Context: an optimization exercise on an open-source flow, tuned for small area. The choices shown serve that exercise and are no tape-out recipe. At most, simulation tests tie the RTL to the original design; equivalence was not proved. Only the layout flow was run in run 1; the RTL was not checked for function there. No activity file was given, so power comes from the tool's default toggle rates.

File: flow/constraint.sdc
create_clock -name core_clock -period 10.0 [get_ports {clk}]
set_input_delay 2.0000 -clock core_clock [delete_from_list [all_inputs] [get_ports {clk}]]
set_output_delay 2.0000 -clock core_clock [all_outputs]
set_load 0.01 [all_outputs]
File: flow/flow/run.sh
#!/bin/bash
# The standard layout (the standard.sh, standard synthesis unchanged), with
# two changes: ports are buffered with buf_1 cells, and the clock tree is built
# from clkbuf_4 cells without dummy balancing loads.
set -euo pipefail
export BUFFER_PORTS_ARGS="-buffer_cell sky130_fd_sc_hd__buf_1"
export CTS_ARGS="-sink_clustering_enable -repair_clock_nets -dont_use_dummy_load -buf_list sky130_fd_sc_hd__clkbuf_4"
bash standard.sh > standard.log 2>&1
File: flow/design.v
`timescale 1ns/1ns
`default_nettype none
module eth_video_rx (
	input wire logic clk,
	input wire logic eth_rx_downstream_rst,
	input wire logic rmii_crsdv,
	input wire logic [1:0] rmii_rxd,
	input wire logic rmii_rxerr,
	output logic vram_we,
	output logic [8-1:0] vram_addr,
	output logic [12-1:0] vram_color,
	output logic frame_err
);
	logic in_frame;
	logic err_hold;
	logic pre_seen;
	logic [3:0] pos_g;
	logic [1:0] pos_b;
	logic [1:0] pos_d;
	logic [3:0] nib;
	logic [3:0] col_hi [0:7];
	logic [3:0] col_mid [0:7];
	logic [3:0] col_lo [0:7];
	logic [4:0] ofs;
	logic ffcp_en;
	logic msg;
	logic ferr;
	logic [2:0] grp;
	logic [1:0] ph;
	logic shift;
	logic full;
	logic g7;
	logic g8;
	logic busy;
	logic start;
	logic nib_in;
	logic hi_en;
	logic mid_en;
	logic lo_en;
	logic hi_hold;
	logic mid_hold;
	logic lo_hold;
	assign shift = in_frame && rmii_crsdv && !rmii_rxerr;
	assign full = !pos_g[2] && !pos_g[1];
	assign g7 = !pos_g[2] && !pos_g[0];
	assign g8 = !pos_g[3] && !pos_g[1];
	assign busy = grp != 3'd4;
	assign start = in_frame && !rmii_crsdv && full && ffcp_en && msg;
	assign nib_in = in_frame && !busy && !pos_d[0] && !full;
	assign hi_en = vram_we || (nib_in && pos_b == 2'd1);
	assign mid_en = vram_we || (nib_in && pos_b == 2'd0);
	assign lo_en = vram_we || (nib_in && pos_b == 2'd2);
	assign hi_hold = !vram_we && !(nib_in && pos_b[0]);
	assign mid_hold = !vram_we && !(in_frame && grp[2] && !grp[1] && !pos_d[0] && !full &&
		pos_b == 2'd0);
	assign lo_hold = !vram_we && !(nib_in && pos_b[1]);
	always_ff @(posedge clk) begin
		if (eth_rx_downstream_rst) begin
			in_frame <= 1'b0;
			err_hold <= 1'b0;
			pre_seen <= 1'b0;
		end else if (err_hold) begin
			if (!rmii_crsdv)
				err_hold <= 1'b0;
		end else if (rmii_crsdv && rmii_rxerr) begin
			err_hold <= 1'b1;
			in_frame <= 1'b0;
			pre_seen <= 1'b0;
		end else if (!rmii_crsdv) begin
			in_frame <= 1'b0;
			pre_seen <= 1'b0;
		end else if (in_frame) begin
		end else if (pre_seen && rmii_rxd == 2'b11) begin
			in_frame <= 1'b1;
		end else begin
			pre_seen <= rmii_rxd == 2'b01;
		end
	end
	always_ff @(posedge clk) begin
		if (!in_frame) begin
			pos_g <= 4'b0011;
			pos_b <= 2'd1;
			pos_d <= 2'd0;
			ffcp_en <= 1'b0;
		end else begin
			if (shift && !full) begin
				pos_d <= pos_d + 2'd1;
				if (pos_d == 2'd3) begin
					pos_b <= pos_b == 2'd2 ? 2'd0 : pos_b + 2'd1;
					if (pos_b == 2'd2)
						pos_g <= {pos_g[2:0], pos_g[3] ^ pos_g[0]};
				end
			end
			if (g7 && pos_b == 2'd0 && pos_d == 2'd0)
				ffcp_en <= col_hi[7] == 4'h8 && col_lo[6] == 4'h8 &&
					col_lo[7] == 4'h5 && nib == 4'hB;
		end
		if (g7 && pos_b == 2'd1 && pos_d == 2'd0)
			msg <= col_mid[6] == 4'h2 && nib == 4'h0;
		if (g8 && pos_b == 2'd0 && pos_d == 2'd0)
			ofs <= {nib[0], col_lo[7]};
		if (shift && !full && !busy)
			nib <= {rmii_rxd, nib[3:2]};
		for (int i = 0; i < 7; i++) begin
			col_hi[i] <= ({4{hi_en}} & col_hi[i+1]) | ({4{hi_hold}} & col_hi[i]);
			col_mid[i] <= ({4{mid_en}} & col_mid[i+1]) | ({4{mid_hold}} & col_mid[i]);
			col_lo[i] <= ({4{lo_en}} & col_lo[i+1]) | ({4{lo_hold}} & col_lo[i]);
		end
		col_hi[7] <= ({4{hi_en}} & nib) | ({4{hi_hold}} & col_hi[7]);
		col_lo[7] <= ({4{lo_en}} & nib) | ({4{lo_hold}} & col_lo[7]);
	end
	assign col_mid[7] = nib;
	always_ff @(posedge clk) begin
		if (eth_rx_downstream_rst) begin
			grp <= 3'd4;
			ph <= 2'd0;
			ferr <= 1'b0;
		end else begin
			ferr <= err_hold && ffcp_en;
			if (start) begin
				grp <= 3'd6;
				ph <= 2'd0;
			end else if (busy) begin
				ph <= ph == 2'd2 ? 2'd0 : ph + 2'd1;
				if (ph == 2'd2)
					grp <= grp + 3'd1;
			end
		end
	end
	assign vram_we = !grp[2] && ph != 2'd0;
	assign vram_addr = {ofs, grp[1:0], ph[1]};
	assign vram_color = {col_hi[0], col_mid[0], col_lo[0]};
	assign frame_err = ferr;
endmodule
`default_nettype wire
File: flow/config.mk
export PLATFORM = sky130hd
export DESIGN_NAME = eth_video_rx
export DESIGN_NICKNAME = eth_video_rx
export VERILOG_FILES = /design/flow/design.v
export SDC_FILE = /design/flow/constraint.sdc
export NUM_CORES = 4
export LEC_CHECK = 0
export CAP_MARGIN = 10
export CORE_MARGIN = 2
export CORE_UTILIZATION = 70
export SLEW_MARGIN = 10
File: flow/standard.sh
#!/bin/bash
# synth_recipe.tcl (not shown) runs the flow's synth.tcl, then flattens the netlist and writes it again
# the make line also repeats each setting of config.mk as NAME=value (left out here)
make -C /OpenROAD-flow-scripts/flow DESIGN_CONFIG=/design/flow/config.mk WORK_HOME=/design/flow/orfs CLKGATE_MAP_FILE= SYNTH_SCRIPT=/design/flow/synth_recipe.tcl "${@:-finish}"
==> out/metrics.yaml, run 1 <==
status: "finished clean"
hold_ws_ns: 0.443
crit_chain: "o21bai_4 -> inv_4 -> buf_1"
setup_violations: 0
cts-buffers-inserted: 17
antenna_found_initial: 0
cts_tree: "done"
num_vias: 2717
ctsHoldBuffers: 0
n_fill_cell: 437
fp.dieH_um: 81.4
synthXorXnorAreaFrac_pct: 0
ir_worst_vdd_mv: 0.149
syn2layout_area_growth_pct: 5.34
overflow: 0
dp.cells: 419
synth_area_leaders: "dfxtp_1, a22o_1, edfxtp_1"
yosysWarnings: 5
grt_pass1_vias: 2450
placement.io_buffers: 27
final-seq-area_mm2: 0.00250
drtPass1Iterations: 4
gp_congestion: 0.828
drc_errors: 0
synthesis.instances: 336
cpMaxStageDelayCell: "dfxtp_1"
via_per_inst: 6.23
hpwl_um: 4530
cts_root_buffer: "clkbuf_4"
cp-end-kind: "output port"
num_antenna_cells: 0
dieArea_mm2: 0.00662
min-delay-start: "col_lo[3][2]$_DFF_P_"
period_minus_slack_ns: 3.43
cpLargestDelayFamily: "flip-flops"
cp-startpoint: "grp[2]$_SDFFE_PP1P_"
h-tree-depth: 4
pin_count: 28
synth_common_cells: "dfxtp_1, a22o_1, buf_2, edfxtp_1"
start_util_pct: 71.6
synthMuxAreaShare_pct: 0.269
post-cts-setup-buffers: 0
finalHoldViolCount: 0
r2r_start: "in_frame$_SDFFE_PP0N_"
multi_input_area_mm2: 0.00153
holdCritPathClass: "reg -> reg"
final_core_util_pct: 75.4
power_mw: 0.728
final_layout_size_suffix_gt1_share_pct: 8.86
crit_path_max_incr_delay_ns: 0.50
ys_types: 50
postSynthAreaPerCell_um2: 12.5
synth.cell_area_mm2: 0.00419
num_rows: 28
fp.coreArea_mm2: 0.00585
fmax_mhz: 291
p_leak_nw: 1.61
finalMaxSlewViolations: 0
track_usage_pct: 23.4
cts_resized: 0
period_share_pct: 34.3
worstMarginPinSlew_ns: 1.22
clk_pin_slew_ns: 0.10
syn_nets: 346
clock_latency_ns: 0.48
pre_cts_ws_ns: 6.88
ys_ff_latch: 120
die_w_um: 81.4
fin_cells: 436
rsz0062_at_grt: "false"
grt_max_degree: 33
relSlewSlack_pct: 19.0
synth_largest_area_cell: "dfxtp_1"
placed_area_mm2: 0.00429
synth_edf_count: 10
clk_path_buf_depth: 2
crit_arrival_ns: 1.43
synth-compound-area-share_pct: 27.0
wl_um: 6970
drt-initial-drc-count: 142
ys_seq_area_share_pct: 59.7
synth-adder-area-share_pct: 1.19
grt_pass1_wl_um: 11600
critPathRequiredTime_ns: 8.00
worst_slack_ns: 6.57
criticalPathCategory: "reg -> out"
drv_cap: 0
yosysMostFrequentCell: "dfxtp_1"
wire_per_inst_um: 16.0
synth_top_area_share_pct: 52.6
clock-sinks: 120
yosys.area_share.simple_pct: 7.70
critical_path_peak_fanout: 7
crit_buf_inv: 2
async_flop_share_pct: 0
ant_nets: 0
final_area_mm2: 0.00441
powerDensity_mw_per_mm2: 165
ys.flop_type: "dfxtp_1"
clock_skew_ns: 0.0332
synth_top_family_by_area: "compound AO/OA/AOI/OAI gates"
critPathLaunchType: "flop"
fin_nets: 373
setup_tns_ns: 0
## cells by family after synthesis
group | after synthesis
simple gates | 51
buf+inv | 30
fa+ha+maj | 4
compound gates | 130
flops | 120
mux | 1
## cell type report
cell class	instances	share of cell area (%)
Timing Repair Buffer	30	2.81
Tap cell	75	2.13
Clock buffer	17	2.89
Sequential cell	120	56.7
Inverter	8	0.737
Multi-Input combinational cell	186	34.8
## cells in the final DEF, fill, tap and decap left out, types with 4 or more instances in the layout
cell,count
nor2b_1,4
nand4_1,4
clkbuf_4,17
nand2_1,6
dfxtp_1,110
edfxtp_1,10
nor2_1,6
a21oi_1,6
buf_1,27
inv_1,7
ha_1,4
nand2b_1,5
a22o_1,92
o21ai_0,7
## per-layer routing
layer | vias to the layer above | track usage, % | share of wire (%)
li1 | 1350 | - | -
met1 | 1291 | 32.1 | 48
met2 | 64 | 33.8 | 46
met3 | 12 | 7.11 | 4.2
met4 | 0 | 11.4 | 1.5
met5 | - | 0 | 0
## state kept, by name, indices dropped and copies added (netlist names)
register  count
col_hi       32
col_lo       32
col_mid      28
ofs           5
nib           4
pos_g         4
grp           3
ph            2
pos_b         2
pos_d         2
err_hold      1
ferr          1
ffcp_en       1
in_frame      1
msg           1
pre_seen      1
## worst reg2reg max path, cell delays in order (launching register included)
cell,delay [ns]
dfxtp_1,0.73
nand4b_4,0.24
o31ai_4,1.05
a22o_1,0.27
## power by group
group | total [mW] | switching (mW) | internal [mW]
Sequential | 0.501 | 0.00764 | 0.493
Combinational | 0.0143 | 0.00510 | 0.00920
Clock | 0.213 | 0.135 | 0.0776
## worst paths after layout
| path | end | slack (ns) | depth (start not counted) |
|---|---|---|---|
| hold reg to reg | col_lo[2][2]$_DFF_P_ | 0.44 | 1 |
| setup reg to reg | col_hi[5][0]$_DFF_P_ | 7.65 | 3 |
| hold / removal | col_lo[2][2]$_DFF_P_ | 0.44 | 1 |
| setup / recovery | vram_we | 6.57 | 3 |
==> run 2, diff against run 1 <==
--- a/flow/design.v
+++ b/flow/design.v
@@ -52,6 +52,5 @@
 	assign lo_en = vram_we || (nib_in && pos_b == 2'd2);
 	assign hi_hold = !vram_we && !(nib_in && pos_b[0]);
-	assign mid_hold = !vram_we && !(in_frame && grp[2] && !grp[1] && !pos_d[0] && !full &&
-		pos_b == 2'd0);
+	assign mid_hold = !vram_we && !(nib_in && pos_b[0] == pos_b[1]);
 	assign lo_hold = !vram_we && !(nib_in && pos_b[1]);
 	always_ff @(posedge clk) begin
--- a/flow/config.mk
+++ b/flow/config.mk
@@ -6,6 +6,6 @@
 export NUM_CORES = 4
 export LEC_CHECK = 0
-export CAP_MARGIN = 10
+export CAP_MARGIN = 0
 export CORE_MARGIN = 2
-export CORE_UTILIZATION = 70
-export SLEW_MARGIN = 10
+export CORE_UTILIZATION = 85
+export SLEW_MARGIN = 0
==> run 2 against run 1 <==
Fmax fell by 0.98%. First-iteration DRC count rose by 120%. Final cell count fell by 1.4%. Global-route usage rose by 13 points. Sequential share of layout area rose by 0.57 points. Final area fell by 0.99%. Sequential power fell by 3%. Count of clock-buffer cells in the layout did not move. Clock skew fell by 0.0099 ns. Utilization rose by 16 points. Critical path type unchanged. Largest power group unchanged. Highest routed layer unchanged.
==> out/metrics.yaml, run 2 <==
fin_cells: 430
mostFrequentLayoutCells: "dfxtp_1, a22o_1, buf_1, clkbuf_4, inv_1"
drt-initial-drc-count: 314
ys_seq_area_share_pct: 59.5
fmax_mhz: 288
placement.io_buffers: 27
min_path_cells: 1
finalMaxSlewViolations: 0
synth_edf_count: 10
critPathRequiredTime_ns: 8.00
hpwl_um: 5390
final_common_cell: "dfxtp_1"
ant_nets: 0
top_regs: "col_hi (32), col_lo (32), col_mid (28)"
cp-end-kind: "output port"
die_w_um: 74.3
synth_area_leaders: "dfxtp_1, a22o_1, edfxtp_1"
p_leak_nw: 1.67
synth_largest_area_cell: "dfxtp_1"
clock-sinks: 120
postSynthAreaPerCell_um2: 12.3
critical_path_peak_fanout: 7
clk_pin_slew_ns: 0.10
cts_root_buffer: "clkbuf_4"
period_minus_slack_ns: 3.47
grt_pass1_wl_um: 14500
synth.cell_area_mm2: 0.00421
reg2regPathDepth: 3
ir_worst_vdd_mv: 0.132
syn_nets: 357
power_mw: 0.714
final-seq-area_mm2: 0.00250
post-cts-setup-buffers: 0
wire_per_inst_um: 21.7
cp-startpoint: "ph[1]$_SDFFE_PP0P_"
final_area_mm2: 0.00437
num_antenna_cells: 0
final_layout_size_suffix_gt1_share_pct: 7.16
fin_nets: 380
clock_latency_ns: 0.50
synthesis.instances: 342
finalHoldViolCount: 0
ys_types: 40
setup_tns_ns: 0
placed_area_mm2: 0.00424
crit_arrival_ns: 1.47
fp.dieH_um: 74.3
yosysMostFrequentCell: "dfxtp_1"
drtPass1Iterations: 5
h-tree-depth: 4
cts_resized: 0
pre_cts_ws_ns: 6.81
holdCritPathClass: "reg -> reg"
gp_congestion: 0.932
ys.flop_type: "dfxtp_1"
antenna_found_initial: 0
pin_count: 28
num_rows: 25
num_vias: 3012
grt_max_degree: 33
min-delay-start: "col_mid[5][0]$_DFF_P_"
via_per_inst: 7.00
async_flop_share_pct: 0
period_share_pct: 34.7
dieArea_mm2: 0.00553
powerDensity_mw_per_mm2: 163
drc_errors: 0
track_usage_pct: 36.4
drv_cap: 0
worstMarginPinSlew_ns: 1.06
n_fill_cell: 171
synth_top_area_share_pct: 52.4
cts_tree: "done"
hold_ws_ns: 0.458
overflow: 0
worst_slack_ns: 6.53
criticalPathCategory: "reg -> out"
fp.coreArea_mm2: 0.00475
syn2layout_area_growth_pct: 3.93
clock_skew_ns: 0.0233
r2r_start: "in_frame$_SDFFE_PP0N_"
grt_pass1_vias: 2877
wl_um: 9340
status: "finished clean"
ys_ff_latch: 120
dp.cells: 413
yosysWarnings: 5
relSlewSlack_pct: 29.6
clk_path_buf_depth: 2
setup_violations: 0
multi_input_area_mm2: 0.00150
synth_common_cells: "dfxtp_1, a22o_1, buf_2, inv_1, edfxtp_1"
start_util_pct: 88.4
rsz0062_at_grt: "false"
critPathLaunchType: "flop"
ctsHoldBuffers: 0
final_core_util_pct: 91.9
cts-buffers-inserted: 17
-- run 2: cell count changes in the layout (fill, tap and decap cells not counted), sizes merged, moves of 3 or more --
cell,before,now
or3,1,4
inv,8,12
nor4bb,0,4
a41o,1,4
or4,3,0
nand2b,5,2
ha,4,9
o31ai,6,1
-- run 2: layout make-up --
type,count,share of cell area (%)
Sequential cell,120,57.3
Multi-Input combinational cell,185,34.2
Clock buffer,17,2.92
Timing Repair Buffer,29,2.66
Tap cell,67,1.92
Inverter,12,1.03
-- run 2: final timing paths --
path | to | slack [ns]
worst max-delay path | vram_we | 6.53
worst min-delay path | col_mid[4][0]$_DFF_P_ | 0.46
worst max register to register | col_lo[1][1]$_DFF_P_ | 7.55
worst min register to register | col_mid[4][0]$_DFF_P_ | 0.46
-- run 2: routing by layer --
metal | track usage, % | up-vias | wire, um
met5 | 0 | - | 0
met4 | 19.2 | 0 | 315
met3 | 13.0 | 44 | 826
met2 | 57.5 | 189 | 4630
met1 | 44.0 | 1432 | 3570
li1 | - | 1347 | -
-- run 2: worst max-delay path, cell delays in order (launching register included) --
cell and delay (ns):
dfxtp_1 0.45, o21ba_2 0.34, buf_1 0.19
-- run 2: cells by family after synthesis --
kind of cell    share of synthesized area [%]
mux                                     0.476
compound gates                           25.4
fa+ha+maj                                2.68
simple gates                             7.05
buf+inv                                  4.94
flops                                    59.5
-- run 2: power breakdown --
part / switching, mW / internal (mW)
registers: 0.00124 / 0.484
clock network: 0.145 / 0.0776
logic: 0.00364 / 0.00240
total: 0.150 / 0.564
==> run 3, diff against run 2 <==
--- a/flow/config.mk
+++ b/flow/config.mk
@@ -8,4 +8,4 @@
 export CAP_MARGIN = 0
 export CORE_MARGIN = 2
-export CORE_UTILIZATION = 85
+export CORE_UTILIZATION = 75
 export SLEW_MARGIN = 0
==> run 3 against run 2 <==
Critical endpoint unchanged. Highest routed layer unchanged. Sequential share of layout area shrank 0.082 points. Synthesized area is the same. Utilization shrank 12 points. Worst hold slack lost 0.0044 ns. Critical path depth is the same. Register-to-register slack gained 0.18 ns. Final cell count grew 1.2%. Via count shrank 9.1%. Count of clock-buffer cells in the layout is the same.
==> out/metrics.yaml, run 3 <==
status: "finished clean"
fp.coreArea_mm2: 0.00547
hold_path_end: "col_hi[3][2]$_DFF_P_"
crit_path_max_incr_delay_ns: 0.41
overflow: 0
track_usage_pct: 23.7
clock-sinks: 120
hpwl_um: 4410
synth_area_leaders: "dfxtp_1, a22o_1, edfxtp_1"
ys_seq_area_share_pct: 59.5
reg2regPathDepth: 3
synthesis.instances: 342
drv_cap: 0
gp_congestion: 0.838
worst_slack_ns: 6.64
drc_errors: 0
wl_um: 6820
yosysWarnings: 5
final_common_cell: "dfxtp_1"
ys_ff_latch: 120
num_antenna_cells: 0
start_util_pct: 76.8
grt_pass1_wl_um: 11400
yosysMostFrequentCell: "dfxtp_1"
wire_per_inst_um: 15.7
h-tree-depth: 4
r2r_start: "in_frame$_SDFFE_PP0N_"
placement.io_buffers: 27
ctsHoldBuffers: 0
pin_count: 28
p_leak_nw: 1.67
via_per_inst: 6.30
setup_violations: 0
criticalPathCategory: "reg -> out"
finalMaxSlewViolations: 0
post-cts-setup-buffers: 0
setup_tns_ns: 0
clk_pin_slew_ns: 0.09
dieArea_mm2: 0.00622
synth_largest_area_cell: "dfxtp_1"
pre_cts_ws_ns: 6.83
finalHoldViolCount: 0
syn2layout_area_growth_pct: 4.08
fp.dieH_um: 78.9
min-delay-start: "col_hi[4][2]$_DFF_P_"
period_minus_slack_ns: 3.36
final_core_util_pct: 80.0
crit_arrival_ns: 1.36
cts-buffers-inserted: 17
ys_types: 40
cts_resized: 0
fmax_mhz: 297
num_vias: 2739
fin_nets: 380
ant_nets: 0
cpMaxStageDelayCell: "dfxtp_1"
cpLargestDelayFamily: "flip-flops"
synth_common_cells: "dfxtp_1, a22o_1, buf_2, inv_1, edfxtp_1"
holdCritPathClass: "reg -> reg"
syn_nets: 357
critPathLaunchType: "flop"
ir_worst_vdd_mv: 0.111
synth_top_area_share_pct: 52.4
mostFrequentLayoutCells: "dfxtp_1, a22o_1, buf_1, clkbuf_4, inv_1"
worstMarginPinSlew_ns: 1.03
antenna_found_initial: 0
rsz0062_at_grt: "false"
grt_pass1_vias: 2469
cts_tree: "done"
clock_latency_ns: 0.49
postSynthAreaPerCell_um2: 12.3
r2r_setup_slack_ns: 7.73
clk_path_buf_depth: 2
period_share_pct: 33.6
crit_buf_inv: 1
grt_max_degree: 33
powerDensity_mw_per_mm2: 161
critPathRequiredTime_ns: 8.00
top_regs: "col_hi (32), col_lo (32), col_mid (28)"
cts_root_buffer: "clkbuf_4"
drtPass1Iterations: 5
clock_skew_ns: 0.0287
crit_chain: "o21ba_2 -> buf_1"
final_layout_size_suffix_gt1_share_pct: 7.16
ys.flop_type: "dfxtp_1"
synth.cell_area_mm2: 0.00421
die_w_um: 78.9
synth_edf_count: 10
critical_path_peak_fanout: 7
min_path_cells: 1
regToRegEndpoint: "col_hi[7][1]$_DFF_P_"
cp-end-kind: "output port"
async_flop_share_pct: 0
n_fill_cell: 349
relSlewSlack_pct: 31.4
num_rows: 27
drt-initial-drc-count: 220
==> run 3: worst max path at each step <==
stage,slack [ns],cells past startpoint,from,to
final,6.64,2,ph[1]$_SDFFE_PP0P_,vram_we
after detailed placement,6.83,4,rmii_crsdv,pre_seen$_SDFFE_PP0P_
after floorplan,7.08,3,rmii_rxerr,pre_seen$_SDFFE_PP0P_
after CTS,6.60,2,ph[1]$_SDFFE_PP0P_,vram_we
after global routing,6.56,2,ph[1]$_SDFFE_PP0P_,vram_we
after global placement,6.89,4,rmii_crsdv,pre_seen$_SDFFE_PP0P_
==> run 3: layout make-up <==
cell class / count / area [um2] / share of cell area, %
inverter: 12 / 45.0 / 1.03
multi-input combinational: 185 / 1500 / 34.2
clock buffer: 17 / 128 / 2.92
tap: 72 / 90.1 / 2.06
sequential: 120 / 2500 / 57.2
timing repair buffer: 29 / 116 / 2.66
==> run 3: power breakdown <==
group	internal (mW)	switching [mW]	leakage, nW
combinational	0.00239	0.00306	0.619
sequential	0.484	0.00116	0.971
clock	0.0776	0.136	0.0782
total	0.564	0.141	1.67
==> run 3: per-stage QoR <==
step	total power, mW	std cells	area, um2	hold slack (ns)
global route	0.733	435	4380	0.463
CTS	0.711	435	4380	0.455
floorplan	0.500	342	4210	0.443
global placement	0.502	418	4250	0.451
finish	0.705	435	4380	0.454
detailed placement	0.502	418	4250	0.457
==> run 3: worst reg2reg max path: stages, from the launching register on <==
cell     delay, ns
dfxtp_1       0.59
o21a_1        0.45
a41o_1        0.93
a22o_1        0.25
==> run 3: cell families (layout without fill, tap and decap cells) <==
group / count (synthesis) / after routing / share of synthesized area, %
buffers and inverters: 37 / 58 / 4.94
muxes: 2 / 2 / 0.476
and+or+nand+nor: 48 / 48 / 7.05
DFF: 120 / 120 / 59.5
adders and majority gates: 9 / 9 / 2.68
AOI/OAI and AO/OA: 126 / 126 / 25.4
==> run 3: metal layers <==
| layer | wire length, um | track usage [%] | part of all wire (%) | up-vias |
|---|---|---|---|---|
| met1 | 3270 | 32.1 | 48 | 1294 |
| met4 | 85 | 11.4 | 1.2 | 0 |
| met3 | 382 | 6.82 | 5.6 | 11 |
| met2 | 3080 | 35.2 | 45 | 79 |
| li1 | - | - | - | 1355 |
| met5 | 0 | 0 | 0 | - |
==> run 4, diff against run 3 <==
--- a/flow/design.v
+++ b/flow/design.v
@@ -24,5 +24,4 @@
 	logic [4:0] ofs;
 	logic ffcp_en;
-	logic msg;
 	logic ferr;
 	logic [2:0] grp;
@@ -42,9 +41,9 @@
 	logic lo_hold;
 	assign shift = in_frame && rmii_crsdv && !rmii_rxerr;
-	assign full = !pos_g[2] && !pos_g[1];
-	assign g7 = !pos_g[2] && !pos_g[0];
+	assign full = pos_g[3] && !pos_g[2] && !pos_g[1];
+	assign g7 = pos_g[1] && !pos_g[2] && !pos_g[0];
 	assign g8 = !pos_g[3] && !pos_g[1];
 	assign busy = grp != 3'd4;
-	assign start = in_frame && !rmii_crsdv && full && ffcp_en && msg;
+	assign start = in_frame && !rmii_crsdv && full && ffcp_en;
 	assign nib_in = in_frame && !busy && !pos_d[0] && !full;
 	assign hi_en = vram_we || (nib_in && pos_b == 2'd1);
@@ -52,5 +51,6 @@
 	assign lo_en = vram_we || (nib_in && pos_b == 2'd2);
 	assign hi_hold = !vram_we && !(nib_in && pos_b[0]);
-	assign mid_hold = !vram_we && !(nib_in && pos_b[0] == pos_b[1]);
+	assign mid_hold = !vram_we && !(in_frame && grp[2] && !grp[1] && !pos_d[0] && !full &&
+		pos_b == 2'd0);
 	assign lo_hold = !vram_we && !(nib_in && pos_b[1]);
 	always_ff @(posedge clk) begin
@@ -82,4 +82,7 @@
 			pos_d <= 2'd0;
 			ffcp_en <= 1'b0;
+		end else if (g7 && pos_b == 2'd1 && pos_d == 2'd0 &&
+				(col_mid[6] != 4'h2 || nib != 4'h0)) begin
+			pos_g <= 4'b0000;
 		end else begin
 			if (shift && !full) begin
@@ -95,6 +98,4 @@
 					col_lo[7] == 4'h5 && nib == 4'hB;
 		end
-		if (g7 && pos_b == 2'd1 && pos_d == 2'd0)
-			msg <= col_mid[6] == 4'h2 && nib == 4'h0;
 		if (g8 && pos_b == 2'd0 && pos_d == 2'd0)
 			ofs <= {nib[0], col_lo[7]};
==> run 4 against run 3 <==
Synthesized area fell by 2.9%. Critical path depth rose by 2. Highest routed layer unchanged. Sequential cell count fell by 1. Sequential share of layout area rose by 0.38 points. Utilization rose by 3.1 points. Worst hold slack improved by 0.0026 ns. Routed wire length rose by 2.5%. Final area fell by 1.9%. Power fell by 1.3%. Fmax fell by 8.9%. Clock power fell by 3%. Critical endpoint unchanged. Synthesized cell count fell by 2.6%.
==> out/metrics.yaml, run 4 <==
postSynthAreaPerCell_um2: 12.3
grt_max_degree: 33
relSlewSlack_pct: 16.5
via_per_inst: 6.28
wire_per_inst_um: 16.3
async_flop_share_pct: 0
p_leak_nw: 1.64
holdCritPathClass: "reg -> reg"
ant_nets: 0
dieArea_mm2: 0.00605
pre_cts_ws_ns: 6.77
synth_common_cells: "dfxtp_1, a22o_1, nor2_1, buf_2"
mostFrequentLayoutCells: "dfxtp_1, a22o_1, buf_1, clkbuf_4, nor2_1"
period_share_pct: 36.9
critPathLaunchType: "flop"
antenna_found_initial: 0
synth.cell_area_mm2: 0.00408
ctsHoldBuffers: 0
ys_ff_latch: 119
h-tree-depth: 4
final_common_cell: "dfxtp_1"
switchingPower_mw: 0.135
seq_power_share_pct: 69.3
finalMaxSlewViolations: 0
drtPass1Iterations: 4
fmax_mhz: 271
gp_congestion: 0.804
syn2layout_area_growth_pct: 5.21
crit_chain: "nor2_1 -> or2_2 -> inv_1 -> buf_1"
start_util_pct: 78.9
hpwl_um: 4680
clkPwrFrac_pct: 29.8
synthesis.instances: 333
critical_path_peak_fanout: 6
grt_pass1_vias: 2485
cpMaxStageDelayCell: "dfxtp_1"
ys_seq_area_share_pct: 60.6
n_fill_cell: 311
powerDensity_mw_per_mm2: 162
rsz0062_at_grt: "false"
drc_errors: 0
period_minus_slack_ns: 3.69
placed_area_mm2: 0.00417
die_w_um: 77.8
cts_root_buffer: "clkbuf_4"
num_antenna_cells: 0
ir_worst_vdd_mv: 0.133
clk_path_buf_depth: 2
placement.io_buffers: 27
synth_top_area_share_pct: 53.9
synth_largest_area_cell: "dfxtp_1"
clock-sinks: 119
final_layout_size_suffix_gt1_share_pct: 8.64
fin_nets: 372
ys_types: 46
worst_slack_ns: 6.31
fp.dieH_um: 77.8
grt_pass1_wl_um: 11800
cpLargestDelayFamily: "simple AND/OR/NAND/NOR gates"
crit_arrival_ns: 1.69
r2r_start: "in_frame$_SDFFE_PP0N_"
crit_buf_inv: 2
setup_tns_ns: 0
pwr-share-comb_pct: 0.8
overflow: 0
cts_tree: "done"
p_sw_share_pct: 19.4
drt-initial-drc-count: 149
yosysWarnings: 5
final_area_mm2: 0.00430
clk_pin_slew_ns: 0.09
setup_violations: 0
cts-buffers-inserted: 17
worstMarginPinSlew_ns: 1.23
criticalPathCategory: "reg -> out"
track_usage_pct: 25.3
cp-startpoint: "ph[1]$_SDFFE_PP0P_"
post-cts-setup-buffers: 0
ys.flop_type: "dfxtp_1"
status: "finished clean"
num_rows: 26
hold_ws_ns: 0.456
crit_path_max_incr_delay_ns: 0.40
critPathRequiredTime_ns: 8.00
num_vias: 2693
syn_nets: 344
min-delay-start: "col_lo[4][0]$_DFF_P_"
dp.cells: 412
fin_cells: 429
cp-end-kind: "output port"
clock_latency_ns: 0.48
fp.coreArea_mm2: 0.00517
cts_resized: 0
internal_power_mw: 0.561
synth_edf_count: 9
top_regs: "col_hi (32), col_lo (32), col_mid (28)"
final_core_util_pct: 83.0
power_mw: 0.696
yosysMostFrequentCell: "dfxtp_1"
clock_skew_ns: 0.0382
drv_cap: 0
pin_count: 28
synth_area_leaders: "dfxtp_1, a22o_1, edfxtp_1"
wl_um: 6990
finalHoldViolCount: 0
## run 4: worst register-to-register path, cell delays in order, from the launching register on
cell	delay [ns]
dfxtp_1	0.65
nand2b_1	0.19
nor3_1	0.43
a21o_1	0.80
a22o_1	0.27
## run 4: final cells by class
class	count	area [um2]	share of cell area, %
Sequential cell	119	2470	57.6
Multi-Input combinational cell	185	1460	33.9
Clock buffer	17	128	2.97
Timing Repair Buffer	29	116	2.71
Tap cell	70	87.6	2.04
Inverter	9	33.8	0.786
## run 4: cells by family (layout without fill, tap and decap cells)
logic type	Yosys count	after routing	synth area share [%]
fa+ha+maj	5	5	1.53
xor+xnor	2	2	0.429
mux	4	4	0.981
compound gates	111	111	23.6
buf+inv	29	55	3.92
simple gates	63	63	8.98
flops	119	119	60.6
## run 4: power by group through the flow
stage	registers (mW)	clock network [mW]	logic, mW
5_1_grt	0.483	0.231	0.00640
6_report	0.482	0.208	0.00575
2_1_floorplan	0.493	0	0.00376
4_1_cts	0.482	0.214	0.00571
3_5_place_dp	0.493	0	0.00567
3_3_place_gp	0.493	0	0.00526
## run 4: final timing paths
| check | to | slack (ns) | cells past startpoint |
|---|---|---|---|
| max | vram_we | 6.31 | 4 |
| min | col_lo[3][0]$_DFF_P_ | 0.46 | 1 |
| max reg2reg | col_hi[5][3]$_DFF_P_ | 7.58 | 4 |
| min reg2reg | col_lo[3][0]$_DFF_P_ | 0.46 | 1 |
## run 4: routing by layer
layer	part of all wire [%]	vias up	global-route usage [%]
met5	0	-	0
met1	48	1301	33.5
met3	4.1	15	8.72
met4	1.6	0	11.8
met2	47	62	37.6
li1	-	1315	-
==> run 5, diff against run 4 <==
--- a/flow/design.v
+++ b/flow/design.v
@@ -41,4 +41,5 @@
 	logic lo_hold;
 	assign shift = in_frame && rmii_crsdv && !rmii_rxerr;
+	assign pre_seen = pos_d[0];
 	assign full = pos_g[3] && !pos_g[2] && !pos_g[1];
 	assign g7 = pos_g[1] && !pos_g[2] && !pos_g[0];
@@ -58,5 +59,4 @@
 			in_frame <= 1'b0;
 			err_hold <= 1'b0;
-			pre_seen <= 1'b0;
 		end else if (err_hold) begin
 			if (!rmii_crsdv)
@@ -65,13 +65,8 @@
 			err_hold <= 1'b1;
 			in_frame <= 1'b0;
-			pre_seen <= 1'b0;
 		end else if (!rmii_crsdv) begin
 			in_frame <= 1'b0;
-			pre_seen <= 1'b0;
-		end else if (in_frame) begin
-		end else if (pre_seen && rmii_rxd == 2'b11) begin
+		end else if (!in_frame && pre_seen && rmii_rxd == 2'b11) begin
 			in_frame <= 1'b1;
-		end else begin
-			pre_seen <= rmii_rxd == 2'b01;
 		end
 	end
@@ -80,5 +75,7 @@
 			pos_g <= 4'b0011;
 			pos_b <= 2'd1;
-			pos_d <= 2'd0;
+			pos_d[1] <= 1'b0;
+			pos_d[0] <= !eth_rx_downstream_rst && !err_hold && rmii_crsdv && !rmii_rxerr &&
+				rmii_rxd == 2'b01;
 			ffcp_en <= 1'b0;
 		end else if (g7 && pos_b == 2'd1 && pos_d == 2'd0 &&
@@ -98,4 +95,6 @@
 					col_lo[7] == 4'h5 && nib == 4'hB;
 		end
+		if (in_frame && (!shift || eth_rx_downstream_rst))
+			pos_d[0] <= 1'b0;
 		if (g8 && pos_b == 2'd0 && pos_d == 2'd0)
 			ofs <= {nib[0], col_lo[7]};
--- a/flow/config.mk
+++ b/flow/config.mk
@@ -8,4 +8,4 @@
 export CAP_MARGIN = 0
 export CORE_MARGIN = 2
-export CORE_UTILIZATION = 75
+export CORE_UTILIZATION = 60
 export SLEW_MARGIN = 0
==> run 5 against run 4 <==
Utilization decreased by 16 points. Clock skew increased by 0.0074 ns. Register-to-register slack improved by 0.03 ns. Worst setup slack better by 0.12 ns. Sequential share of layout area is 0.45 points lower. First-iteration DRC count fell by 36%. Clock power about the same. Synthesized cell count down 0.90%. Via count fell by 2.6%.
==> out/metrics.yaml, run 5 <==
status: "finished clean"
synth-adder-area-share_pct: 1.55
cpLargestDelayFamily: "flip-flops"
ys_seq_area_share_pct: 60.8
critical_path_peak_fanout: 6
die_w_um: 86.0
cpMaxStageDelayCell: "dfxtp_1"
synthXorXnorAreaFrac_pct: 0.652
grt_use_met3_pct: 6.83
antenna_found_initial: 0
worstMarginPinSlew_ns: 1.18
setup_tns_ns: 0
synth_edf_count: 9
ys_types: 47
holdCritPathClass: "reg -> reg"
drv_cap: 0
clock_latency_ns: 0.50
synth_common_cells: "dfxtp_1, a22o_1, nor2_1"
start_util_pct: 62.8
final_core_util_pct: 66.9
mostFrequentLayoutCells: "dfxtp_1, a22o_1, buf_1, clkbuf_4, nor2_1"
reg2regPathDepth: 6
crit_path_max_incr_delay_ns: 0.41
ir_worst_vdd_mv: 0.0994
wire_per_inst_um: 14.9
via_per_inst: 6.03
cts_root_buffer: "clkbuf_4"
pin_count: 28
placement.io_buffers: 27
h-tree-depth: 4
p_leak_nw: 1.62
synth_area_leaders: "dfxtp_1, a22o_1, edfxtp_1"
drt-initial-drc-count: 95
grt_pass1_vias: 2328
cts_resized: 0
final_common_cell: "dfxtp_1"
fmax_mhz: 280
synth.cell_area_mm2: 0.00403
post-cts-setup-buffers: 0
rsz0062_at_grt: "false"
ys.flop_type: "dfxtp_1"
clk_pin_slew_ns: 0.08
period_share_pct: 35.7
yosysWarnings: 5
yosysMostFrequentCell: "dfxtp_1"
yosys.area_share.simple_pct: 9.16
grt_pass1_wl_um: 10800
cts-buffers-inserted: 17
fp.coreArea_mm2: 0.00642
hpwl_um: 4150
ys_ff_latch: 118
synthesis.instances: 330
syn2layout_area_growth_pct: 6.52
cts_tree: "done"
clock-sinks: 118
track_usage_pct: 18.8
hold_ws_ns: 0.445
fin_nets: 371
gr-usage-met1_pct: 26.3
grtUsageMet2_pct: 25.7
crit_buf_inv: 2
pre_cts_ws_ns: 6.66
ctsHoldBuffers: 0
critPathRequiredTime_ns: 8.00
synth_top_family_by_area: "compound AO/OA/AOI/OAI gates"
gp_congestion: 0.783
crit_chain: "nor2_1 -> or2_1 -> inv_2 -> buf_1"
synth-compound-area-share_pct: 23.6
drc_errors: 0
crit_arrival_ns: 1.57
min_path_cells: 2
placed_area_mm2: 0.00417
critPathLaunchType: "flop"
finalHoldViolCount: 0
synth_largest_area_cell: "dfxtp_1"
clock_skew_ns: 0.0456
wl_um: 6460
clk_path_buf_depth: 2
fin_cells: 435
criticalPathCategory: "reg -> out"
num_antenna_cells: 0
top_regs: "col_hi (32), col_lo (32), col_mid (28)"
setup_violations: 0
num_vias: 2624
synth_top_area_share_pct: 54.1
powerDensity_mw_per_mm2: 161
worst_slack_ns: 6.43
path_depth: 4
cp-end-kind: "output port"
power_mw: 0.692
relSlewSlack_pct: 21.3
final_area_mm2: 0.00429
finalMaxSlewViolations: 0
synthMuxAreaShare_pct: 0.993
num_rows: 29
period_minus_slack_ns: 3.57
drtPass1Iterations: 4
fp.dieH_um: 86.0
postSynthAreaPerCell_um2: 12.2
r2r_setup_slack_ns: 7.61
final_layout_size_suffix_gt1_share_pct: 9.22
grt_max_degree: 33
dp.cells: 418
dieArea_mm2: 0.00739
ant_nets: 0
syn_nets: 341
overflow: 0
busiest_layer: "met1"
async_flop_share_pct: 0
## run 5: area by class of cell
class | instances | area, um2
timing repair buffer | 31 | 131
sequential | 118 | 2450
clock buffer | 17 | 128
fill | 530 | 2130
multi-input combinational | 184 | 1460
tap | 77 | 96.3
inverter | 8 | 30.0
## run 5: power breakdown
group / internal (mW) / leakage, nW / total, mW / switching (mW)
logic: 0.00251 / 0.576 / 0.00474 / 0.00224
registers: 0.476 / 0.969 / 0.477 / 0.00122
clock network: 0.0776 / 0.0782 / 0.210 / 0.132
## run 5: worst reg2reg max path: cells and delay by family, from the launching register on
family / cells / cell delay [ns]
AOI/OAI and AO/OA: 2 / 1.10
adders and majority gates: 1 / 0.20
DFF: 1 / 0.34
buffers and inverters: 1 / 0.11
and+or+nand+nor: 2 / 0.56
## run 5: logic make-up after synthesis
group / after synthesis
DFF: 118
AOI/OAI and AO/OA: 112
and+or+nand+nor: 60
buffers and inverters: 28
adders and majority gates: 5
muxes: 4
xor gates and xnor gates: 3
## run 5: routing by layer
metal	wire [um]	vias to the layer above
met2	2760	51
met4	65	0
li1	-	1311
met1	3350	1254
met5	0	-
met3	290	8
## run 5: final timing paths
path | startpoint | endpoint
max | ph[1]$_SDFFE_PP0P_ | vram_we
max reg2reg | grp[1]$_SDFFE_PP0P_ | col_hi[5][3]$_DFF_P_
min reg2reg | ffcp_en$_SDFFE_PN0P_ | ferr$_SDFF_PP0_
min | ffcp_en$_SDFFE_PN0P_ | ferr$_SDFF_PP0_
==> run 6, diff against run 5 <==
--- a/flow/config.mk
+++ b/flow/config.mk
@@ -8,4 +8,4 @@
 export CAP_MARGIN = 0
 export CORE_MARGIN = 2
-export CORE_UTILIZATION = 60
+export CORE_UTILIZATION = 88
 export SLEW_MARGIN = 0
==> run 6 against run 5 <==
The flow now stops in 3_1_place_gp_skip_io. Synthesized cell count stayed put. Synthesized area is the same.
==> out/metrics.yaml, run 6 <==
syn_nets: 341
stop_error: "[ERROR GPL-0301] Utilization 101.260 % exceeds 100%."
synth_edf_count: 9
yosysWarnings: 5
synth_top_area_share_pct: 54.1
synth_area_leaders: "dfxtp_1, a22o_1, edfxtp_1"
status: "did not finish"
yosysMostFrequentCell: "dfxtp_1"
die_w_um: 71.7
ys_seq_area_share_pct: 60.8
synth_largest_area_cell: "dfxtp_1"
fp.dieH_um: 71.7
ys.flop_type: "dfxtp_1"
ys_types: 47
async_flop_share_pct: 0
synthesis.instances: 330
num_rows: 24
start_util_pct: 92.0
synth.cell_area_mm2: 0.00403
ys_ff_latch: 118
haltStage: "3_1_place_gp_skip_io"
synth_common_cells: "dfxtp_1, a22o_1, nor2_1"
postSynthAreaPerCell_um2: 12.2
[run 6: cell counts after synthesis]
No cell type changed its count.
[run 6: cell families after synthesis]
group           share of synthesized area (%)
compound gates                           23.6
simple gates                             9.16
mux                                     0.993
fa+ha+maj                                1.55
xor+xnor                                0.652
flops                                    60.8
buf+inv                                  3.23
==> run 7, diff against run 6 <==
--- a/flow/config.mk
+++ b/flow/config.mk
@@ -8,4 +8,4 @@
 export CAP_MARGIN = 0
 export CORE_MARGIN = 2
-export CORE_UTILIZATION = 88
+export CORE_UTILIZATION = 75
 export SLEW_MARGIN = 0
==> run 7 against run 6 <==
Now clean on timing, DRC and antenna. Synthesized cell count is the same. Synthesized area is the same.
==> out/metrics.yaml, run 7 <==
clk_pin_slew_ns: 0.10
relSlewSlack_pct: 18.2
clk_path_buf_depth: 2
worst_slack_ns: 6.44
synthMuxAreaShare_pct: 0.993
critPathLaunchType: "flop"
synthesis.instances: 330
drc_errors: 0
yosysMostFrequentCell: "dfxtp_1"
yosysWarnings: 5
hold_ws_ns: 0.458
wl_met1_um: 3300
track_usage_pct: 24.6
crit_buf_inv: 2
grt_max_degree: 33
die_w_um: 77.3
final_area_mm2: 0.00428
synth_top_area_share_pct: 54.1
via_per_inst: 6.22
clock_latency_ns: 0.49
clock_skew_ns: 0.0352
final_common_cell: "dfxtp_1"
post-cts-setup-buffers: 0
postSynthAreaPerCell_um2: 12.2
drv_cap: 0
syn2layout_area_growth_pct: 6.11
yosys.area_share.simple_pct: 9.16
ys.flop_type: "dfxtp_1"
synth.cell_area_mm2: 0.00403
grt_pass1_vias: 2461
clock-sinks: 118
cts_root_buffer: "clkbuf_4"
synth_area_leaders: "dfxtp_1, a22o_1, edfxtp_1"
antenna_found_initial: 0
wl_um: 6690
n_fill_cell: 312
ys_seq_area_share_pct: 60.8
r2r_setup_slack_ns: 7.63
cp-end-kind: "output port"
powerDensity_mw_per_mm2: 161
fmax_mhz: 281
setup_violations: 0
hpwl_um: 4470
ctsHoldBuffers: 0
num_antenna_cells: 0
wl_met2_um: 3110
highest_layer: "met4"
gp_congestion: 0.804
synth_edf_count: 9
status: "finished clean"
critical_path_peak_fanout: 6
fin_nets: 370
criticalPathCategory: "reg -> out"
synth_top_family_by_area: "compound AO/OA/AOI/OAI gates"
holdCritPathClass: "reg -> reg"
grt_pass1_wl_um: 11500
finalMaxSlewViolations: 0
synth_largest_area_cell: "dfxtp_1"
finalHoldViolCount: 0
drtPass1Iterations: 4
synth-adder-area-share_pct: 1.55
synth-compound-area-share_pct: 23.6
dr_wl_met3_um: 270
crit_arrival_ns: 1.56
p_leak_nw: 1.62
mostFrequentLayoutCells: "dfxtp_1, a22o_1, buf_1, clkbuf_4, nor2_1"
syn_nets: 341
overflow: 0
rsz0062_at_grt: "false"
period_share_pct: 35.6
drt-initial-drc-count: 219
multi_input_area_mm2: 0.00146
placed_area_mm2: 0.00415
synth_common_cells: "dfxtp_1, a22o_1, nor2_1"
num_vias: 2654
final_layout_size_suffix_gt1_share_pct: 8.96
start_util_pct: 78.4
dieArea_mm2: 0.00598
final_core_util_pct: 83.2
ys_ff_latch: 118
ys_types: 47
cpMaxStageDelayCell: "dfxtp_1"
ir_worst_vdd_mv: 0.128
synthXorXnorAreaFrac_pct: 0.652
cts_tree: "done"
worstMarginPinSlew_ns: 1.23
pre_cts_ws_ns: 6.61
h-tree-depth: 4
fp.coreArea_mm2: 0.00514
final-seq-area_mm2: 0.00245
crit_chain: "nor2_1 -> or2_1 -> inv_2 -> buf_1"
placement.io_buffers: 27
crit_path_max_incr_delay_ns: 0.40
setup_tns_ns: 0
ant_nets: 0
pin_count: 28
cts-buffers-inserted: 17
critPathRequiredTime_ns: 8.00
wire_per_inst_um: 15.7
cpLargestDelayFamily: "flip-flops"
num_rows: 26
top_regs: "col_hi (32), col_lo (32), col_mid (28)"
cts_resized: 0
period_minus_slack_ns: 3.56
async_flop_share_pct: 0
fp.dieH_um: 77.3
run 7: logic make-up after synthesis:
logic type,Yosys count
XOR/XNOR,3
AND/OR/NAND/NOR,60
flip-flops,118
AO/OA/AOI/OAI,112
adder cells (fa/ha/maj),5
multiplexers,4
buffers and inverters,28
run 7: through the flow:
| stage | total power, mW | std cells |
|---|---|---|
| 2_1_floorplan | 0.491 | 330 |
| 3_3_place_gp | 0.493 | 410 |
| 3_5_place_dp | 0.493 | 410 |
| 4_1_cts | 0.697 | 427 |
| 5_1_grt | 0.715 | 427 |
| 6_report | 0.689 | 427 |
run 7: path summary, 6_finish.rpt:
| kind | startpoint | endpoint | cells past startpoint |
|---|---|---|---|
| hold reg to reg | col_lo[5][0]$_DFF_P_ | col_lo[4][0]$_DFF_P_ | 1 |
| setup reg to reg | grp[1]$_SDFFE_PP0P_ | col_hi[5][1]$_DFF_P_ | 6 |
| setup / recovery | ph[1]$_SDFFE_PP0P_ | vram_we | 4 |
| hold / removal | col_lo[5][0]$_DFF_P_ | col_lo[4][0]$_DFF_P_ | 1 |
run 7: layer usage:
layer	vias to the layer above	track usage, %
li1	1307	-
met1	1277	34.0
met2	66	35.8
met3	4	8.24
met4	0	9.64
met5	-	0
run 7: final cells by class:
cell class	instances	share of cell area, %
clock buffers	17	2.98
flip-flops and latches	118	57.3
well taps	70	2.05
inverters	8	0.702
multi-input cells	184	34.0
repair buffers	30	2.90
run 7: where the power goes:
| group | leakage, nW | internal [mW] | switching [mW] | total, mW |
|---|---|---|---|---|
| logic | 0.570 | 0.00251 | 0.00231 | 0.00482 |
| registers | 0.969 | 0.476 | 0.00121 | 0.477 |
| clock network | 0.0782 | 0.0775 | 0.130 | 0.207 |
| total | 1.62 | 0.556 | 0.133 | 0.689 |
run 7: worst reg2reg max path, stage by stage, from the launching register on:
cell	delay (ns)
dfxtp_1	0.34
inv_1	0.11
ha_1	0.22
nand2_1	0.18
nor3_1	0.40
a21o_1	0.79
a22o_1	0.28
==> run 8, diff against run 7 <==
==> flow/flow/run.sh (replaced) <==
#!/bin/bash
# The standard layout (the standard.sh), with three changes:
# - synthesis is the standard one (synth_recipe.tcl and ORFS's synth.tcl) but
#   its ABC mapping script leaves out the delay-driven buffering and gate
#   sizing at the end (flow/abc_map.script); the layout's own repair does that;
# - ports are buffered with buf_1 cells;
# - the clock tree is built from clkbuf_4 cells without dummy balancing loads.
set -euo pipefail
export BUFFER_PORTS_ARGS="-buffer_cell sky130_fd_sc_hd__buf_1"
export CTS_ARGS="-sink_clustering_enable -repair_clock_nets -dont_use_dummy_load -buf_list sky130_fd_sc_hd__clkbuf_4"
rm -rf synth_scripts
cp -r "$FLOW_HOME/scripts" synth_scripts
cp flow/abc_map.script synth_scripts/abc_speed.script
SCRIPTS_DIR="$PWD/synth_scripts" bash standard.sh synth > synth.log 2>&1
bash standard.sh > standard.log 2>&1
==> flow/flow/abc_map.script (new file) <==
&get -n
&st
&dch
&nf
&st
&syn2
&if -g -K 6
&synch2
&nf
&st
&syn2
&if -g -K 6
&synch2
&nf
&st
&syn2
&if -g -K 6
&synch2
&nf
&st
&syn2
&if -g -K 6
&synch2
&nf
&st
&syn2
&if -g -K 6
&synch2
&nf
&put
topo
stime -c
==> run 8 against run 7 <==
Critical path type unchanged. Register-to-register slack worse by 0.18 ns. Die area is 2.5% lower. Sequential cell count stayed put. Fmax is 0.87% lower. Worst hold slack worse by 0.0015 ns. Highest routed layer unchanged. Count of clock-buffer cells in the layout stayed put. Largest power group unchanged.
==> out/metrics.yaml, run 8 <==
status: "finished clean"
period_share_pct: 35.9
clk_path_buf_depth: 2
critPathLaunchType: "flop"
cts-buffers-inserted: 17
dieArea_mm2: 0.00583
multi_input_area_mm2: 0.00144
antenna_found_initial: 0
synth_edf_count: 9
die_w_um: 76.4
ir_worst_vdd_mv: 0.132
yosysMostFrequentCell: "dfxtp_1"
num_rows: 26
top_regs: "col_hi (32), col_lo (32), col_mid (28)"
rsz0062_at_grt: "false"
fin_nets: 371
wl_um: 6870
worstMarginPinSlew_ns: 1.24
critical_path_peak_fanout: 6
gp_congestion: 0.823
drtPass1Iterations: 4
cts_root_buffer: "clkbuf_4"
fp.dieH_um: 76.4
num_antenna_cells: 0
fmax_mhz: 279
drc_errors: 0
hpwl_um: 4370
syn_nets: 324
fp.coreArea_mm2: 0.00507
ctsHoldBuffers: 0
reg2regPathDepth: 4
ant_nets: 0
synth_top_area_share_pct: 55.6
criticalPathCategory: "reg -> out"
clock-sinks: 118
n_fill_cell: 307
mostFrequentLayoutCells: "dfxtp_1, a22o_1, buf_1, clkbuf_4, nor2_1"
overflow: 0
syn2layout_area_growth_pct: 8.73
setup_violations: 0
ys_types: 39
ys_ff_latch: 118
post-cts-setup-buffers: 0
ys_seq_area_share_pct: 62.5
synth.cell_area_mm2: 0.00393
powerDensity_mw_per_mm2: 163
setup_tns_ns: 0
pre_cts_ws_ns: 6.68
switchingPower_mw: 0.139
pwr-share-comb_pct: 0.7
final_common_cell: "dfxtp_1"
clkPwrFrac_pct: 30.7
pin_count: 28
num_vias: 2668
drv_cap: 0
clk_pin_slew_ns: 0.09
synth_common_cells: "dfxtp_1, a22o_1, nor2_1, edfxtp_1, nand2_1"
crit_chain: "nor2_1 -> or2_0 -> clkinv_1 -> buf_1"
r2r_setup_slack_ns: 7.45
clock_latency_ns: 0.50
cts_resized: 0
cts_tree: "done"
clock_skew_ns: 0.0414
postSynthAreaPerCell_um2: 12.5
drt-initial-drc-count: 202
p_sw_share_pct: 20.0
grt_pass1_wl_um: 11400
synth_area_leaders: "dfxtp_1, a22o_1, edfxtp_1"
crit_path_max_incr_delay_ns: 0.36
ys.flop_type: "dfxtp_1"
holdCritPathClass: "reg -> reg"
final_layout_size_suffix_gt1_share_pct: 6.98
placement.io_buffers: 27
synth_largest_area_cell: "dfxtp_1"
cp-end-kind: "output port"
track_usage_pct: 24.8
period_minus_slack_ns: 3.59
synthesis.instances: 313
min_path_cells: 1
finalHoldViolCount: 0
wire_per_inst_um: 16.1
async_flop_share_pct: 0
finalMaxSlewViolations: 0
cpMaxStageDelayCell: "dfxtp_1"
via_per_inst: 6.23
h-tree-depth: 4
seq_power_share_pct: 68.7
grt_pass1_vias: 2449
critPathRequiredTime_ns: 8.00
grt_max_degree: 33
worst_slack_ns: 6.41
p_leak_nw: 1.61
relSlewSlack_pct: 17.1
internal_power_mw: 0.556
final-seq-area_mm2: 0.00245
start_util_pct: 77.4
yosysWarnings: 5
crit_arrival_ns: 1.59
==> run 8: changes by cell type after synthesis, moves of 3 or more <==
cell      before  now
clkbuf_1       9    0
or2_2          3    0
or2_0          0    4
inv_1          7    0
buf_2          5    0
clkinv_1       0    8
==> run 8: cell type report <==
| class | count | area share, % |
|---|---|---|
| Clock buffer | 17 | 2.99 |
| Inverter | 8 | 0.703 |
| Multi-Input combinational cell | 184 | 33.7 |
| Sequential cell | 118 | 57.4 |
| Tap cell | 70 | 2.05 |
| Timing Repair Buffer | 31 | 3.08 |
==> run 8: critical path, delay by kind of cell, from the launching register on <==
kind	cells	cell delay [ns]
buf+inv	2	0.42
flops	1	0.36
simple gates	2	0.34
==> run 8: cells by family (layout without fill, tap and decap cells) <==
| family | Yosys count | in the layout | synth area share (%) |
|---|---|---|---|
| adders and majority gates | 5 | 5 | 1.59 |
| buffers and inverters | 11 | 56 | 1.34 |
| and+or+nand+nor | 60 | 60 | 9.27 |
| xor gates and xnor gates | 3 | 3 | 0.669 |
| AOI/OAI and AO/OA | 112 | 112 | 23.6 |
| DFF | 118 | 118 | 62.5 |
| muxes | 4 | 4 | 1.02 |
==> run 8: final timing paths <==
path	from	end
max reg2reg	in_frame$_SDFFE_PP0P_	col_lo[1][0]$_DFF_P_
min reg2reg	col_mid[5][1]$_DFF_P_	col_mid[4][1]$_DFF_P_
min	col_mid[5][1]$_DFF_P_	col_mid[4][1]$_DFF_P_
max	ph[1]$_SDFFE_PP0P_	vram_we
==> run 8: stage by stage <==
| stage | std cells | utilization (%) | instance area (um2) | hold slack, ns | total power [mW] |
|---|---|---|---|---|---|
| 2_1_floorplan | 313 | - | 3930 | 0.415 | 0.491 |
| 3_3_place_gp | 411 | 81.6 | 4140 | 0.453 | 0.493 |
| 3_5_place_dp | 411 | 81.6 | 4140 | 0.455 | 0.493 |
| 4_1_cts | 428 | 84.1 | 4270 | 0.452 | 0.699 |
| 5_1_grt | 428 | 84.1 | 4270 | 0.474 | 0.718 |
| 6_report | 428 | 84.1 | 4270 | 0.457 | 0.695 |
==> run 8: routing by layer <==
layer	global-route usage, %	up-vias	part of all wire, %
li1	-	1301	-
met1	34.3	1283	48
met2	36.6	74	46
met3	7.70	10	4.9
met4	10.2	0	1.3
met5	0	-	0
==> run 8: power by group through the flow <==
stage	clock network, mW	registers, mW	logic [mW]
after global routing	0.235	0.477	0.00549
after detailed placement	0	0.488	0.00477
after global placement	0	0.488	0.00454
final	0.213	0.477	0.00478
after CTS	0.217	0.477	0.00482
after floorplan	0	0.488	0.00289
==> run 9, diff against run 8 <==
==> flow/flow/abc_map.script (replaced) <==
&get -n
&st
&syn2
&dch -f
&nf -R 1000
&st
&syn2
&if -g -K 6
&synch2
&dch -f
&nf -R 1000
&st
&syn2
&if -g -K 6
&synch2
&dch -f
&nf -R 1000
&st
&syn2
&if -g -K 6
&synch2
&dch -f
&nf -R 1000
&put
topo
stime -c
==> run 9 against run 8 <==
Power is 1.0% lower. Global-route usage is 0.39 points higher. Highest routed layer unchanged. Critical path type unchanged. Still clean. Die area is 2.0% lower.
==> out/metrics.yaml, run 9 <==
wl_um: 6690
die_w_um: 75.6
powerDensity_mw_per_mm2: 164
period_minus_slack_ns: 3.54
crit_path_max_incr_delay_ns: 0.40
fin_cells: 429
cts_root_buffer: "clkbuf_4"
drt-initial-drc-count: 144
synth-adder-area-share_pct: 1.63
synth-compound-area-share_pct: 25.2
top_regs: "col_hi (32), col_lo (32), col_mid (28)"
cpMaxStageDelayCell: "dfxtp_1"
relSlewSlack_pct: 29.5
synth_top_area_share_pct: 56.8
overflow: 0
cts-buffers-inserted: 17
num_antenna_cells: 0
fmax_mhz: 283
synth_area_leaders: "dfxtp_1, a22o_1, edfxtp_1"
p_sw_share_pct: 19.4
postSynthAreaPerCell_um2: 12.3
setup_tns_ns: 0
num_rows: 26
synth.cell_area_mm2: 0.00384
yosysWarnings: 5
pwr-share-comb_pct: 0.5
setup_violations: 0
crit_chain: "nor2_1 -> nor2_1 -> buf_1"
fp.coreArea_mm2: 0.00501
hpwl_um: 4490
ys_seq_area_share_pct: 63.8
dieArea_mm2: 0.00571
synthesis.instances: 313
synthMuxAreaShare_pct: 0.521
wire_per_inst_um: 15.6
ys_types: 30
synth_top_family_by_area: "compound AO/OA/AOI/OAI gates"
critical_path_peak_fanout: 5
track_usage_pct: 25.2
ys.flop_type: "dfxtp_1"
ir_worst_vdd_mv: 0.147
syn_nets: 324
crit_arrival_ns: 1.54
holdCritPathClass: "reg -> reg"
post-cts-setup-buffers: 0
cp-end-kind: "output port"
clk_pin_slew_ns: 0.09
clock-sinks: 118
critPathLaunchType: "flop"
status: "finished clean"
synth_edf_count: 9
synth_largest_area_cell: "dfxtp_1"
final_common_cell: "dfxtp_1"
synthXorXnorAreaFrac_pct: 0
gp_congestion: 0.829
grt_pass1_wl_um: 10500
yosys.area_share.simple_pct: 7.82
drc_errors: 0
dp.cells: 412
grt_max_degree: 33
drtPass1Iterations: 4
ys_ff_latch: 118
critPathRequiredTime_ns: 8.00
clock_skew_ns: 0.0325
synth_common_cells: "dfxtp_1, a22o_1, nand2_1, nor2_1, a21oi_1"
ctsHoldBuffers: 0
cts_tree: "done"
cts_resized: 0
h-tree-depth: 4
num_vias: 2620
switchingPower_mw: 0.133
async_flop_share_pct: 0
mostFrequentLayoutCells: "dfxtp_1, a22o_1, buf_1, nand2_1, clkbuf_4"
clock_latency_ns: 0.47
p_leak_nw: 1.57
drv_cap: 0
criticalPathCategory: "reg -> out"
crit_top_cell: "nor2_1"
finalMaxSlewViolations: 0
fp.dieH_um: 75.6
yosysMostFrequentCell: "dfxtp_1"
pin_count: 28
finalHoldViolCount: 0
syn2layout_area_growth_pct: 9.31
antenna_found_initial: 0
crit_buf_inv: 1
seq_power_share_pct: 69.2
period_share_pct: 35.4
start_util_pct: 76.7
placement.io_buffers: 27
internal_power_mw: 0.554
grt_pass1_vias: 2375
fin_nets: 372
ant_nets: 0
clk_path_buf_depth: 2
rsz0062_at_grt: "false"
clkPwrFrac_pct: 30.3
final_layout_size_suffix_gt1_share_pct: 7.52
worstMarginPinSlew_ns: 1.06
via_per_inst: 6.11
cpLargestDelayFamily: "simple AND/OR/NAND/NOR gates"
-- run 9: path summary, 6_finish.rpt --
| kind | start | end | slack, ns | cells past startpoint |
|---|---|---|---|---|
| hold reg to reg | col_mid[4][2]$_DFF_P_ | col_mid[3][2]$_DFF_P_ | 0.45 | 1 |
| setup / recovery | ph[0]$_SDFFE_PP0P_ | vram_we | 6.46 | 3 |
| hold / removal | col_mid[4][2]$_DFF_P_ | col_mid[3][2]$_DFF_P_ | 0.45 | 1 |
| setup reg to reg | grp[0]$_SDFFE_PP0P_ | col_lo[4][1]$_DFF_P_ | 7.72 | 6 |
-- run 9: kinds of logic (layout without fill, tap and decap cells) --
group,after synthesis,count (layout)
simple gates,60,60
mux,2,2
buf+inv,7,53
compound gates,121,121
fa+ha+maj,5,5
flops,118,118
-- run 9: cell type report --
| type | count | area [um2] |
|---|---|---|
| sequential | 118 | 2450 |
| inverter | 4 | 15.0 |
| clock buffer | 17 | 128 |
| multi-input combinational | 188 | 1380 |
| fill | 302 | 810 |
| timing repair buffer | 32 | 139 |
| tap | 70 | 87.6 |
-- run 9: through the flow --
| step | hold WS (ns) | util (%) | worst slack (ns) | total power, mW | cell area [um2] |
|---|---|---|---|---|---|
| 6_report | 0.450 | 83.8 | 6.46 | 0.688 | 4200 |
| 5_1_grt | 0.477 | 83.8 | 6.34 | 0.713 | 4200 |
| 4_1_cts | 0.449 | 83.8 | 6.44 | 0.694 | 4200 |
| 3_5_place_dp | 0.456 | 81.3 | 6.84 | 0.491 | 4070 |
| 3_3_place_gp | 0.453 | 81.3 | 6.91 | 0.490 | 4070 |
| 2_1_floorplan | 0.443 | - | 7.07 | 0.489 | 3840 |
-- run 9: worst register-to-register path: stages (launching register included) --
cell      delay (ns)
dfxtp_1         0.35
clkinv_1        0.06
ha_1            0.18
nand2_1         0.15
nor3_1          0.40
a21o_1          0.79
a22o_1          0.29
-- run 9: routing by layer --
layer  vias to the layer above  wire length (um)  global-route usage [%]
met5                         -                 0                       0
met4                         0                61                    9.94
met3                         9               325                    11.4
met2                        62              3240                    37.4
met1                      1239              3060                    32.6
li1                       1310                 -                       -
-- run 9: power groups by stage --
stage,registers [mW],clock network [mW],logic (mW)
3_3_place_gp,0.487,0,0.00324
3_5_place_dp,0.487,0,0.00350
2_1_floorplan,0.487,0,0.00182
5_1_grt,0.476,0.233,0.00395
4_1_cts,0.476,0.215,0.00351
6_report,0.476,0.208,0.00355
==> run 10, diff against run 9 <==
--- a/flow/flow/run.sh
+++ b/flow/flow/run.sh
@@ -1,7 +1,9 @@
 #!/bin/bash
 # The standard layout (the standard.sh), with three changes:
-# - synthesis is the standard one (synth_recipe.tcl and ORFS's synth.tcl) but
-#   its ABC mapping script leaves out the delay-driven buffering and gate
-#   sizing at the end (flow/abc_map.script); the layout's own repair does that;
+# - synthesis is the standard one (synth_recipe.tcl and ORFS's synth.tcl,
+#   same registers), but ABC maps the logic with flow/abc_map.script: more
+#   rounds of choice computation (&dch -f) and area recovery (&nf -R 1000),
+#   and no delay-driven buffering or gate sizing at the end, which the
+#   layout's own repair does;
 # - ports are buffered with buf_1 cells;
 # - the clock tree is built from clkbuf_4 cells without dummy balancing loads.
==> run 10 against run 9 <==
Still clean. Critical path depth did not move. Register-to-register slack barely moved. Sequential power barely moved. Sequential cell count did not move. Fmax did not move.
==> out/metrics.yaml, run 10 <==
clock_skew_ns: 0.0325
crit_chain: "nor2_1 -> nor2_1 -> buf_1"
synth_top_area_share_pct: 56.8
critical_path_peak_fanout: 5
drtPass1Iterations: 4
crit_arrival_ns: 1.54
powerDensity_mw_per_mm2: 164
pin_count: 28
antenna_found_initial: 0
criticalPathCategory: "reg -> out"
num_rows: 26
grtUsageMet2_pct: 37.4
cpMaxStageDelayCell: "dfxtp_1"
start_util_pct: 76.7
die_w_um: 75.6
cts_root_buffer: "clkbuf_4"
postSynthAreaPerCell_um2: 12.3
num_antenna_cells: 0
syn_nets: 324
crit_path_max_incr_delay_ns: 0.40
cp-startpoint: "ph[0]$_SDFFE_PP0P_"
final_common_cell: "dfxtp_1"
ys_seq_area_share_pct: 63.8
ys_types: 30
yosysWarnings: 5
overflow: 0
ys_ff_latch: 118
min-delay-start: "col_mid[4][2]$_DFF_P_"
clock_latency_ns: 0.47
synth_edf_count: 9
h-tree-depth: 4
ant_nets: 0
wl_um: 6690
status: "finished clean"
clock-sinks: 118
dieArea_mm2: 0.00571
worstMarginPinSlew_ns: 1.06
drc_errors: 0
mostFrequentLayoutCells: "dfxtp_1, a22o_1, buf_1, nand2_1, clkbuf_4"
grt_use_met3_pct: 11.4
hold_ws_ns: 0.450
cts_resized: 0
final_area_mm2: 0.00420
ctsHoldBuffers: 0
drt-initial-drc-count: 144
period_minus_slack_ns: 3.54
pwr-share-comb_pct: 0.5
synth_area_leaders: "dfxtp_1, a22o_1, edfxtp_1"
wire_per_inst_um: 15.6
finalHoldViolCount: 0
synth.cell_area_mm2: 0.00384
track_usage_pct: 25.2
via_per_inst: 6.11
grt_pass1_wl_um: 10500
synth_largest_area_cell: "dfxtp_1"
grt_pass1_vias: 2375
fp.dieH_um: 75.6
busiest_layer: "met2"
top_regs: "col_hi (32), col_lo (32), col_mid (28)"
cts-buffers-inserted: 17
crit_end: "vram_we"
async_flop_share_pct: 0
clk_path_buf_depth: 2
gr-usage-met1_pct: 32.6
cp-end-kind: "output port"
post-cts-setup-buffers: 0
drv_cap: 0
cts_tree: "done"
p_sw_share_pct: 19.4
setup_violations: 0
critPathLaunchType: "flop"
regToRegEndpoint: "col_lo[4][1]$_DFF_P_"
ys.flop_type: "dfxtp_1"
power_mw: 0.688
rsz0062_at_grt: "false"
finalMaxSlewViolations: 0
yosysMostFrequentCell: "dfxtp_1"
fmax_mhz: 283
grt_max_degree: 33
gp_congestion: 0.829
crit_top_cell: "nor2_1"
relSlewSlack_pct: 29.5
critPathRequiredTime_ns: 8.00
switchingPower_mw: 0.133
internal_power_mw: 0.554
r2r_start: "grp[0]$_SDFFE_PP0P_"
num_vias: 2620
syn2layout_area_growth_pct: 9.31
fp.coreArea_mm2: 0.00501
setup_tns_ns: 0
ir_worst_vdd_mv: 0.147
r2r_setup_slack_ns: 7.72
reg2regPathDepth: 6
clkPwrFrac_pct: 30.3
placement.io_buffers: 27
p_leak_nw: 1.57
placed_area_mm2: 0.00407
period_share_pct: 35.4
synth_common_cells: "dfxtp_1, a22o_1, nand2_1, nor2_1, a21oi_1"
fin_nets: 372
synthesis.instances: 313
clk_pin_slew_ns: 0.09
holdCritPathClass: "reg -> reg"
seq_power_share_pct: 69.2
hpwl_um: 4490
final_layout_size_suffix_gt1_share_pct: 7.52
==> run 10: area by class of cell <==
class | count | area, um2
multi-input cells | 188 | 1380
repair buffers | 32 | 139
flip-flops and latches | 118 | 2450
inverters | 4 | 15.0
clock buffers | 17 | 128
fillers | 302 | 810
well taps | 70 | 87.6
==> run 10: per-layer routing <==
metal | wire (um) | vias to the layer above
met5 | 0 | -
met4 | 61 | 0
met3 | 325 | 9
met2 | 3240 | 62
met1 | 3060 | 1239
li1 | - | 1310
==> run 10: worst max-delay path, delay by kind of cell, from the launching register on <==
kind / cells / cell delay, ns
buf+inv: 1 / 0.20
flops: 1 / 0.40
simple gates: 2 / 0.49
==> run 10: logic make-up (layout without fill, tap and decap cells) <==
group	Yosys count	in the layout	synth area share, %
fa+ha+maj	5	5	1.63
mux	2	2	0.521
simple gates	60	60	7.82
buf+inv	7	53	0.977
compound gates	121	121	25.2
flops	118	118	63.8
==> run 10: stage by stage <==
step	instances	utilization, %	setup slack [ns]
2_1_floorplan	313	-	7.07
3_3_place_gp	412	81.3	6.91
3_5_place_dp	412	81.3	6.84
4_1_cts	429	83.8	6.44
5_1_grt	429	83.8	6.34
6_report	429	83.8	6.46
==> run 10: power groups by stage <==
stage               logic, mW  clock network, mW  registers [mW]
finish                0.00355              0.208           0.476
CTS                   0.00351              0.215           0.476
floorplan             0.00182                  0           0.487
global route          0.00395              0.233           0.476
global placement      0.00324                  0           0.487
detailed placement    0.00350                  0           0.487
==> run 10: how the worst min path moves through the flow <==
stage / end / slack, ns / cells past startpoint
after CTS: col_mid[3][2]$_DFF_P_ / 0.45 / 1
after floorplan: col_hi[1][0]$_DFF_P_ / 0.44 / 1
final: col_mid[3][2]$_DFF_P_ / 0.45 / 1
after detailed placement: col_mid[4][1]$_DFF_P_ / 0.46 / 1
after global placement: col_mid[1][2]$_DFF_P_ / 0.45 / 1
after global routing: col_mid[4][1]$_DFF_P_ / 0.48 / 1
